This design comes from an exercise in tuning for small area on the open sky130 flow, not from production work.
In this exercise RTL edits were held to simulation tests only and were not proved equivalent to the original.
Power figures rest on the tool's default switching activity, not on a simulated workload.

===== flow/run.sh =====
#!/bin/bash
# synth_recipe.tcl (not shown) runs the flow's synth.tcl, then flattens the netlist and writes it again
# the make line also repeats each setting of config.mk as NAME=value (left out here)
make -C /OpenROAD-flow-scripts/flow DESIGN_CONFIG=/design/flow/config.mk WORK_HOME=/design/flow/orfs CLKGATE_MAP_FILE= SYNTH_SCRIPT=/design/flow/synth_recipe.tcl finish

===== flow/config.mk =====
export PLATFORM = sky130hd
export DESIGN_NAME = regfile_scoreboard
export DESIGN_NICKNAME = regfile_scoreboard
export VERILOG_FILES = /design/flow/design.v
export SDC_FILE = /design/flow/constraint.sdc
export NUM_CORES = 4
export LEC_CHECK = 0
export CAP_MARGIN = 20
export CORE_MARGIN = 2
export CORE_UTILIZATION = 30
export SLEW_MARGIN = 20

===== flow/constraint.sdc =====
create_clock -name core_clock -period 8.0 [get_ports {clk}]
set_input_delay 1.6000 -clock core_clock [delete_from_list [all_inputs] [get_ports {clk}]]
set_output_delay 1.6000 -clock core_clock [all_outputs]
set_load 0.01 [all_outputs]

===== flow/design.v =====
module regfile_scoreboard #(
  parameter int DATA_W   = 32,
  parameter int ADDR_W   = 5,
  parameter int ZERO_REG = 1,
  parameter int BYPASS   = 1
) (
  input  logic              clk,
  input  logic              reset,
  input  logic [ADDR_W-1:0] rd_addr1,
  output logic [DATA_W-1:0] rd_data1,
  output logic              rd_busy1,
  input  logic [ADDR_W-1:0] rd_addr2,
  output logic [DATA_W-1:0] rd_data2,
  output logic              rd_busy2,
  input  logic              wr_en,
  input  logic [ADDR_W-1:0] wr_addr,
  input  logic [DATA_W-1:0] wr_data,
  input  logic              rsv_en,
  input  logic [ADDR_W-1:0] rsv_addr,
  input  logic              flush,
  output logic [ADDR_W:0]   busy_cnt
);
  localparam int DEPTH = 1 << ADDR_W;
  localparam bit ZR    = (ZERO_REG != 0);
  localparam bit BP    = (BYPASS != 0);
  logic [DATA_W-1:0] regs_q [DEPTH];
  logic [DEPTH-1:0]  busy_q, busy_d;
  logic [ADDR_W:0]   busy_cnt_q, busy_cnt_d;
  logic              wr_ok, rsv_ok;
  function automatic logic [ADDR_W:0] popcount(input logic [DEPTH-1:0] v);
    logic [ADDR_W:0] c;
    c = '0;
    for (int i = 0; i < DEPTH; i++) begin
      c = c + {{ADDR_W{1'b0}}, v[i]};
    end
    popcount = c;
  endfunction
  assign wr_ok  = wr_en  && !(ZR && (wr_addr  == '0));
  assign rsv_ok = rsv_en && !(ZR && (rsv_addr == '0));
  always_comb begin
    busy_d = busy_q;
    if (wr_ok) begin
      busy_d[wr_addr] = 1'b0;
    end
    if (flush) begin
      busy_d = '0;
    end else if (rsv_ok) begin
      busy_d[rsv_addr] = 1'b1;
    end
    busy_cnt_d = popcount(busy_d);
  end
  always_ff @(posedge clk or posedge reset) begin
    if (reset) begin
      busy_q     <= '0;
      busy_cnt_q <= '0;
      for (int i = 0; i < DEPTH; i++) begin
        regs_q[i] <= '0;
      end
    end else begin
      busy_q     <= busy_d;
      busy_cnt_q <= busy_cnt_d;
      if (wr_ok) begin
        regs_q[wr_addr] <= wr_data;
      end
    end
  end
  assign busy_cnt = busy_cnt_q;
  always_comb begin
    rd_data1 = regs_q[rd_addr1];
    rd_busy1 = busy_q[rd_addr1];
    if (reset || (ZR && (rd_addr1 == '0))) begin
      rd_data1 = '0;
      rd_busy1 = 1'b0;
    end else if (BP && wr_ok && (wr_addr == rd_addr1)) begin
      rd_data1 = wr_data;
      if (!(rsv_en && (rsv_addr == rd_addr1))) begin
        rd_busy1 = 1'b0;
      end
    end
  end
  always_comb begin
    rd_data2 = regs_q[rd_addr2];
    rd_busy2 = busy_q[rd_addr2];
    if (reset || (ZR && (rd_addr2 == '0))) begin
      rd_data2 = '0;
      rd_busy2 = 1'b0;
    end else if (BP && wr_ok && (wr_addr == rd_addr2)) begin
      rd_data2 = wr_data;
      if (!(rsv_en && (rsv_addr == rd_addr2))) begin
        rd_busy2 = 1'b0;
      end
    end
  end
endmodule

==> results of run 1 <==
## worst max-delay path: stages
cell and delay [ns]:
buf_2 0.58, nand3_1 0.70, buf_4 0.45, nor2_4 0.50, buf_4 0.51, a22oi_1 0.14, nand4_1 0.15, nor2_1 0.06
a21oi_1 0.51, clkdlybuf4s50_1 0.66
## routing by layer
| metal | track usage (%) | share of wire (%) | vias to the layer above |
|---|---|---|---|
| met5 | 0.416 | 0.12 | - |
| met4 | 25.1 | 10 | 50 |
| met3 | 13.7 | 15 | 1792 |
| met2 | 42.1 | 39 | 5271 |
| met1 | 37.5 | 35 | 25100 |
| li1 | - | - | 18200 |
## power groups by stage
| stage | Combinational, W | Sequential (W) | Clock (W) |
|---|---|---|---|
| after floorplan | 0.00150 | 0.00685 | 0 |
| after CTS | 0.00224 | 0.00711 | 0.00570 |
| final | 0.00230 | 0.00719 | 0.00572 |
| after global placement | 0.00217 | 0.00716 | 0 |
| after detailed placement | 0.00223 | 0.00718 | 0 |
| after global routing | 0.00241 | 0.00725 | 0.00592 |
## cell families after synthesis
logic type | Yosys count | share of synthesized area, %
mux | 1055 | 22.3
buf+inv | 509 | 4.21
flops | 1030 | 47.6
fa+ha+maj | 41 | 1.28
xor+xnor | 32 | 0.518
simple gates | 805 | 7.82
compound gates | 1210 | 16.3
## placed cells by master, fill, tap and decap left out, types with 17 or more instances in the layout
| master | netlist | final |
|---|---|---|
| diode_2 | 0 | 30 |
| nor3_1 | 67 | 62 |
| o21ai_0 | 111 | 110 |
| fa_1 | 24 | 24 |
| mux2i_1 | 31 | 31 |
| a221oi_1 | 49 | 49 |
| a32oi_1 | 20 | 20 |
| and3_1 | 43 | 43 |
| nand2_1 | 210 | 197 |
| nand3_1 | 77 | 73 |
| a22o_1 | 72 | 72 |
| buf_4 | 20 | 287 |
| nand4_1 | 128 | 128 |
| nor2_4 | 6 | 75 |
| a21oi_1 | 104 | 103 |
| clkbuf_8 | 0 | 25 |
| buf_12 | 0 | 36 |
| a31oi_1 | 25 | 25 |
| clkbuf_1 | 177 | 20 |
| a22oi_1 | 726 | 726 |
| dfrtp_1 | 1030 | 1030 |
| clkdlybuf4s50_1 | 0 | 109 |
| inv_1 | 62 | 61 |
| nor4_1 | 38 | 38 |
| clkbuf_16 | 0 | 114 |
| mux2_2 | 1006 | 1006 |
| nor2_1 | 108 | 63 |
| mux4_2 | 18 | 18 |
| a21o_1 | 21 | 21 |
| xor2_1 | 22 | 22 |
| ha_1 | 17 | 17 |
## final cells by class
class | count | share of cell area (%)
clock buffers | 159 | 5.13
repair buffers | 450 | 6.43
diodes | 30 | 0.118
clock inverters | 46 | 1.09
inverters | 62 | 0.371
multi-input cells | 3143 | 41.8
flip-flops and latches | 1030 | 40.4
well taps | 2355 | 4.62
## how the worst max path moves through the flow
stage,depth (start not counted),from,slack [ns],end
2_1_floorplan,1,reset,-7.80,busy_cnt_q[0]
3_3_place_gp,24,rsv_addr[0],-0.23,busy_cnt_q[4]
3_5_place_dp,24,rsv_addr[0],-0.29,busy_cnt_q[4]
4_1_cts,24,rsv_addr[0],0.50,busy_cnt_q[4]
5_1_grt,24,rsv_addr[0],0.23,busy_cnt_q[4]
6_report,10,rd_addr1[2],0.48,rd_data1[16]
## stage by stage
| step | hold slack (ns) | instances |
|---|---|---|
| 3_5_place_dp | 0.506 | 7037 |
| 5_1_grt | 0.532 | 7252 |
| 4_1_cts | 0.519 | 7242 |
| 6_report | 0.527 | 7275 |
| 3_3_place_gp | 0.491 | 7035 |
| 2_1_floorplan | 0.479 | 4682 |
## registers in the layout (all words and copies together) (netlist names)
| name | count |
|---|---|
| busy_q | 32 |
| busy_cnt_q | 6 |
| regs_q | 992 |
==> flow_summary.toml, run 1 <==
[floorplanning]
die_area_um2 = 184000
row_count = 155
io_pins = 129
core-area_um2 = 179000
die_width_um = 429
die_h_um = 429
initial_core_util_pct = 30.3

[clock_tree]
path_clk_slew_ns = 0.06
clk-insertion-delay-late_ns = 0.81
htree_levels = 3
clk_path_buf_depth = 3
post_cts_buffers = 0
cts_tree = "yes"
cts_buffers = 111
ctsHoldBuffers = 0
post_cts_resized = 0
clock-sinks = 1030
root_buffer = "clkbuf_16"

[synth]
synth-edff-count = 0
netlist_area_um2 = 54100
synth_ff_type = "dfrtp_1"
yosysWarningCount = 2
synthArstFlopShare_pct = 100
synthTopCellsByArea = "dfrtp_1 (48%), mux2_2 (21%), a22oi_1 (10%), buf_2 (1.9%), nand4_1 (1.5%)"
synth_nets = 4780
yosysUniqueCellTypes = 77
synth_common_cells = "dfrtp_1 (1030), mux2_2 (1006), a22oi_1 (726)"
synthesis.instances = 4682
netlist.area_leader.share_pct = 47.6
yosysSeqAreaShare_pct = 47.6
syn_avg_cell_area_um2 = 11.6
ys_ff_latch = 1030
yosysMostFrequentCell = "dfrtp_1"
yosysTopAreaCell = "dfrtp_1"

[setup_path]
worst_setup_path_end_kind = "output port"
cp.arrival_ns = 5.92
worstPathRequired_ns = 6.40
startpoint_type = "primary input"
reg2regPathDepth = 16
timing.rr.start = "busy_q[23]"
r2r_slack_ns = 2.89
rr_endpoint = "busy_cnt_q[4]"
critical_path_class = "in -> out"
crit_path_max_fanout = 18

[sta]
skew_ns = 0.0132
setup_viol = 0
fin_tns_setup_ns = 0
min_period_ns = 7.52
maxSlewViolCount = 0
fin_ws_ns = 0.478
worst_slew_pin_slew_ns = 1.24
maxSlewHeadroom_pct = 17.1
clock.fmax_ghz = 0.133
finalHoldViolCount = 0
rsz0062_at_grt = "false"
finalCritPeriodShare_pct = 94.0

[grt]
grt_pass1_vias = 47800
antenna_found_initial = 42
grt_max_degree = 156
grt_pass1_wl_mm = 401
grt_use_total_pct = 31.0
overflow = 0

[power]
internal-power_w = 0.0107
p_sw_w = 0.00455
clkPwrFrac_pct = 37.6
totalPowerFinal_w = 0.0152
power_density_nw_per_um2 = 238
seqPwrFrac_pct = 47.3
peakVddDrop_v = 0.000184
cellLeakagePower_nw = 27.2
switching_share_pct = 29.9
p_comb_share_pct = 15.1

[layout]
final_core_util_pct = 35.7
final-seq-area_um2 = 25800
final_area_um2 = 63800
drive_above_1_share_pct = 34.3
nNetsFinal = 4896
multi_input_area_um2 = 26700
syn_to_final_growth_pct = 17.9
nFillCells = 17700

[placement]
dpl_cell_area_um2 = 59700
place.gp.congestion = 1.00
pre_cts_ws_ns = -0.293
portBuffers = 128
detailed_place_hpwl_mm = 183

[drt]
drt-initial-drc-count = 9980
vias = 50400
antenna_left = 0
via_per_inst = 6.93
post-route-drc-count = 0
routedWlPerCell_um = 40.5
wl_mm = 295
first_pass_iters = 10

[outcome]
status = "finished clean"

[hold_path]
hold_class = "reg -> reg"
holdPathStages = 1
min_from = "regs_q[1][17]"
hold_path_end = "regs_q[1][17]"

[run]
cap_violations = 0
==> inputs of run 2 (changes only) <==
==> flow/design.v (replaced) <==
module regfile_scoreboard #(
  parameter int DATA_W   = 32,
  parameter int ADDR_W   = 5,
  parameter int ZERO_REG = 1,
  parameter int BYPASS   = 1
) (
  input  logic              clk,
  input  logic              reset,
  input  logic [ADDR_W-1:0] rd_addr1,
  output logic [DATA_W-1:0] rd_data1,
  output logic              rd_busy1,
  input  logic [ADDR_W-1:0] rd_addr2,
  output logic [DATA_W-1:0] rd_data2,
  output logic              rd_busy2,
  input  logic              wr_en,
  input  logic [ADDR_W-1:0] wr_addr,
  input  logic [DATA_W-1:0] wr_data,
  input  logic              rsv_en,
  input  logic [ADDR_W-1:0] rsv_addr,
  input  logic              flush,
  output logic [ADDR_W:0]   busy_cnt
);
  localparam int DEPTH = 1 << ADDR_W;
  logic [DEPTH-1:1][DATA_W-1:0] regs_q;
  logic [DEPTH-1:1]             valid_q;
  logic [DEPTH-1:1]             busy_q;
  logic [ADDR_W:0]              cnt_q;
  logic [DEPTH-1:1] wdec, rdec, dec1, dec2, sel1, sel2;
  logic             wr_ok, rsv_ok, hit1, hit2, by1, by2;
  logic             clr, set;
  assign wr_ok  = wr_en  && (wr_addr  != '0);
  assign rsv_ok = rsv_en && (rsv_addr != '0);
  always_comb begin
    for (int i = 1; i < DEPTH; i++) begin
      wdec[i] = wr_ok  && (wr_addr  == ADDR_W'(i));
      rdec[i] = rsv_ok && (rsv_addr == ADDR_W'(i));
      dec1[i] = (rd_addr1 == ADDR_W'(i));
      dec2[i] = (rd_addr2 == ADDR_W'(i));
    end
  end
  always_ff @(posedge clk) begin
    for (int i = 1; i < DEPTH; i++) begin
      if (wdec[i]) regs_q[i] <= wr_data;
    end
  end
  always_ff @(posedge clk or posedge reset) begin
    if (reset) valid_q <= '0;
    else       valid_q <= valid_q | wdec;
  end
  always_ff @(posedge clk or posedge reset) begin
    if (reset)      busy_q <= '0;
    else if (flush) busy_q <= '0;
    else            busy_q <= (busy_q & ~wdec) | rdec;
  end
  assign clr = |(wdec & busy_q);
  assign set = rsv_ok && !(|(rdec & busy_q & ~wdec));
  always_ff @(posedge clk or posedge reset) begin
    if (reset)            cnt_q <= '0;
    else if (flush)       cnt_q <= '0;
    else if (set && !clr) cnt_q <= cnt_q + 1'b1;
    else if (clr && !set) cnt_q <= cnt_q - 1'b1;
  end
  assign busy_cnt = cnt_q;
  assign hit1 = wr_ok && (wr_addr == rd_addr1);
  assign hit2 = wr_ok && (wr_addr == rd_addr2);
  assign by1  = hit1 && !reset;
  assign by2  = hit2 && !reset;
  assign sel1 = dec1 & valid_q & {(DEPTH-1){!hit1}};
  assign sel2 = dec2 & valid_q & {(DEPTH-1){!hit2}};
  for (genvar b = 0; b < DATA_W; b++) begin : g_rd
    logic [DEPTH-1:0] col;
    for (genvar i = 1; i < DEPTH; i++) begin : g_col
      assign col[i] = regs_q[i][b];
    end
    assign col[0] = wr_data[b];
    regfile_scoreboard_sel #(.N(DEPTH)) u_p1 (.sel({sel1, by1}), .d(col), .y(rd_data1[b]));
    regfile_scoreboard_sel #(.N(DEPTH)) u_p2 (.sel({sel2, by2}), .d(col), .y(rd_data2[b]));
  end
  assign rd_busy1 = |(dec1 & busy_q) && (!hit1 || (rsv_en && (rsv_addr == rd_addr1)));
  assign rd_busy2 = |(dec2 & busy_q) && (!hit2 || (rsv_en && (rsv_addr == rd_addr2)));
endmodule
module regfile_scoreboard_sel #(
  parameter int N = 32
) (
  input  logic [N-1:0] sel,
  input  logic [N-1:0] d,
  output logic         y
);
  localparam int G = (N + 2) / 3;
  logic [3*G-1:0] s, v;
  logic [G-1:0]   n;
  assign s = {{(3*G-N){1'b0}}, sel};
  assign v = {{(3*G-N){1'b0}}, d};
  for (genvar g = 0; g < G; g++) begin : g_grp
    if (3*g+2 < N) begin : g_3
      regfile_scoreboard_aoi3 u (.s(s[3*g+:3]), .d(v[3*g+:3]), .y(n[g]));
    end else begin : g_2
      regfile_scoreboard_aoi2 u (.s(s[3*g+:2]), .d(v[3*g+:2]), .y(n[g]));
    end
  end
  assign y = ~&n;
endmodule
module regfile_scoreboard_aoi3 (
  input  logic [2:0] s,
  input  logic [2:0] d,
  output logic       y
);
  assign y = ~((s[0] & d[0]) | (s[1] & d[1]) | (s[2] & d[2]));
endmodule
module regfile_scoreboard_aoi2 (
  input  logic [1:0] s,
  input  logic [1:0] d,
  output logic       y
);
  assign y = ~((s[0] & d[0]) | (s[1] & d[1]));
endmodule
--- a/flow/config.mk
+++ b/flow/config.mk
@@ -10,2 +10,3 @@
 export CORE_UTILIZATION = 30
 export SLEW_MARGIN = 20
+export SYNTH_HIERARCHICAL = 1
==> flow_summary.toml, run 2 <==
[placement]
place_inst = 4797
detailed_place_hpwl_mm = 106
portBuffers = 128
dpl_cell_area_um2 = 49200
place.gp.congestion = 0.950

[clock_tree]
path_clk_slew_ns = 0.06
cts_buffers = 104
clock-sinks = 1060
clk-insertion-delay-late_ns = 0.70
htree_levels = 3
cts_tree = "yes"
ctsHoldBuffers = 0
root_buffer = "clkbuf_16"
clk_path_buf_depth = 3

[synth]
synthesis.instances = 2628
synth_ff_type = "edfxtp_1"
synth-edff-count = 992
yosysMostFrequentCell = "edfxtp_1"
yosysTopAreaCell = "edfxtp_1"
yosysUniqueCellTypes = 70
syn_avg_cell_area_um2 = 16.7
yosysWarningCount = 7
synthArstFlopShare_pct = 6.42
netlist_area_um2 = 43900
netlist.area_leader.share_pct = 67.9
synth_common_cells = "edfxtp_1 (992), a222oi_1 (640), nand4_1 (138)"
synthTopCellsByArea = "edfxtp_1 (68%), a222oi_1 (15%), dfrtp_1 (3.9%), nand4_1 (2.0%), a22oi_2 (1.8%)"
ys_ff_latch = 1060
synth_nets = 2690
yosysSeqAreaShare_pct = 71.8

[layout]
final_area_um2 = 52600
final_common_cell = "edfxtp_1"
syn_to_final_growth_pct = 19.8
drive_above_1_share_pct = 17.4
nFillCells = 13700
layout.cells.non_filler = 5013
nNetsFinal = 3064
reg_top3 = "regs_q x992, busy_q x31, valid_q x31"
layout_common_cells = "edfxtp_1 (992), a222oi_1 (640), buf_4 (174)"
regMostFlops = "regs_q"
largest_reg_flops = 992

[setup_path]
worstPathRequired_ns = 6.40
path_cells = "clkdlybuf4s50_1 -> or2_2 -> o41ai_2 -> or4_1 -> nor2b_1 -> nand2_1 -> nor2_4 -> buf_12 -> a222oi_1 -> nand4_1 -> or3_1 -> clkdlybuf4s50_1"
startpoint_type = "primary input"
cp_common_cell = "clkdlybuf4s50_1"
crit_path_max_fanout = 13
r2r_slack_ns = 4.04
critPathMaxStageDelay_ns = 0.70
critical_path_class = "in -> out"
worst_setup_path_end_kind = "output port"
cp.arrival_ns = 6.46
crit_path_top_delay_cell = "or4_1"

[floorplanning]
die_width_um = 386
die_h_um = 386
io_pins = 129
row_count = 140
initial_core_util_pct = 30.2
core-area_um2 = 145000
die_area_um2 = 149000

[drt]
routedWlPerCell_um = 34.0
vias = 33500
post-route-drc-count = 0
antenna_left = 0
first_pass_iters = 14
route.met3.wl_mm = 25.6
via_per_inst = 6.69
wl_mm = 170
drt-initial-drc-count = 8992
route.met2.wl_mm = 75.2
top_layer_used = "met5"
met1_length_mm = 61.2

[sta]
min_period_ns = 8.06
setup_viol = 1
maxSlewHeadroom_pct = 22.3
clock.fmax_ghz = 0.124
maxSlewViolCount = 0
fin_ws_ns = -0.0645
rsz0062_at_grt = "false"
finalHoldViolCount = 0
worst_slew_pin_slew_ns = 1.16
skew_ns = 0.0143
finalCritPeriodShare_pct = 101

[power]
power_density_nw_per_um2 = 226
cellLeakagePower_nw = 16.7
peakVddDrop_v = 0.000174

[grt]
grt_max_degree = 69
grt_use_total_pct = 21.6
antenna_found_initial = 9
grt_pass1_vias = 31600
overflow = 0
grt_pass1_wl_mm = 236

[outcome]
violations = "negative setup slack"
status = "failed layout checks"

[hold_path]
hold_class = "reg -> reg"

[run]
cap_violations = 0
run 2: cell count changes after synthesis, moves of 64 or more:
cell	delta
mux2_2	-1002
edfxtp_1	+992
dfrtp_1	-962
a22oi_1	-712
a222oi_1	+632
buf_2	-196
nand2_1	-144
clkbuf_1	-137
o21ai_0	-80
a21oi_1	-73
a22o_1	-69
nor3_1	-64
run 2: repair_timing:
item                       in CTS  in global routing
setup buffers                   0                 12
pin swaps                       0                  4
resized for setup               1                  5
setup endpoints to repair       2                 61
gates cloned                    0                  3
run 2: kinds of logic after synthesis:
group                      Yosys count  share of synthesized area (%)
AOI/OAI and AO/OA                  834                           18.4
and+or+nand+nor                    607                           7.94
muxes                               20                          0.510
DFF                               1060                           71.8
buffers and inverters               78                          0.733
xor gates and xnor gates            24                          0.496
adders and majority gates            5                          0.160
run 2: critical path, delay by kind of cell:
kind            cells  cell delay [ns]
buf+inv             3             1.39
compound gates      2             0.67
simple gates        7             2.78
run 2: through the flow:
step / worst slack, ns / total power, W / hold WS (ns) / setup TNS (ns) / util (%)
after floorplan: 0.661 / 0.00669 / 0.440 / 0 / -
after global placement: -0.0489 / 0.00728 / 0.457 / -0.0994 / 33.8
after detailed placement: 0.00412 / 0.00728 / 0.459 / 0 / 33.8
after CTS: 0.0412 / 0.0119 / 0.475 / 0 / 36.0
after global routing: 0.0182 / 0.0122 / 0.497 / 0 / 36.2
final: -0.0645 / 0.0119 / 0.476 / -0.0645 / 36.2
run 2: final cells by class:
type | count | area, um^2 | share of cell area (%)
Clock inverter | 62 | 474 | 0.902
Antenna cell | 7 | 17.5 | 0.0333
Multi-Input combinational cell | 1493 | 12400 | 23.5
Sequential cell | 1060 | 31500 | 59.9
Clock buffer | 131 | 2730 | 5.20
Tap cell | 1917 | 2400 | 4.56
Inverter | 18 | 67.6 | 0.128
Timing Repair Buffer | 325 | 3020 | 5.75
run 2: final timing paths:
check,endpoint,start,depth (start not counted)
max in group asynchronous,cnt_q[0],reset,3
min in group asynchronous,valid_q[15],reset,3
worst min register to register,valid_q[24],valid_q[24],1
worst max register to register,cnt_q[5],busy_q[6],13
worst max-delay path,rd_data2[8],wr_addr[2],12
worst min-delay path,valid_q[24],valid_q[24],1
run 2: where the power goes:
| part | leakage, nW | internal [W] | switching [W] |
|---|---|---|---|
| registers | 9.80 | 0.00617 | 0.0000667 |
| clock network | 1.58 | 0.00253 | 0.00217 |
| logic | 5.27 | 0.000342 | 0.000626 |
| total | 16.7 | 0.00904 | 0.00286 |
run 2: per-module statistics from Yosys, one instance, submodules excluded, a selection:
module / cells inside / cell area (um^2) / copies in the design / flops+latches
regfile_scoreboard: 1668 / 35100 / 1 / 1060
regfile_scoreboard_aoi2: 1 / 12.5 / 64 / 0
regfile_scoreboard_aoi3: 1 / 10.0 / 640 / 0
run 2: metal layers:
| layer | global-route usage (%) | up-vias |
|---|---|---|
| li1 | - | 13300 |
| met2 | 33.1 | 3175 |
| met5 | 0 | - |
| met1 | 29.3 | 16700 |
| met3 | 5.06 | 424 |
| met4 | 9.28 | 6 |

[what the ideal ports hide]
No port has a modelled driver above. Below, the same layouts with a new extraction and two added sets of constraints. Step 1, drivers: a clkbuf_16 drives clk and a buf_2 each remaining input, both assumed. Step 2 times the ports against the registers' clock, not the clock port: input delays grow and output delays shrink by t, the midpoint of the rising clock arrivals with the driver on. Slacks: ideal ports / drivers / drivers and shift; pairs: ideal ports / drivers.
| run | t, ns | slack for setup (ns) | worst setup path after step 2 | clock arrival spread, ns | worst slew at a driven data input, ns |
|---|---|---|---|---|---|
| run 1 | 0.871 | 0.478 / 0.362 / -0.266 | input to register | 0.065 / 0.066 | 0.21 |
| run 2 | 0.780 | -0.064 / -0.088 / -0.088 | input to output | 0.045 / 0.044 | 0.10 |
Met with ideal ports but missed after step 2: setup timing in run 1. The setup slack of run 1, which loses most, moves by -0.116 ns with the drivers and by -0.744 ns with both steps.
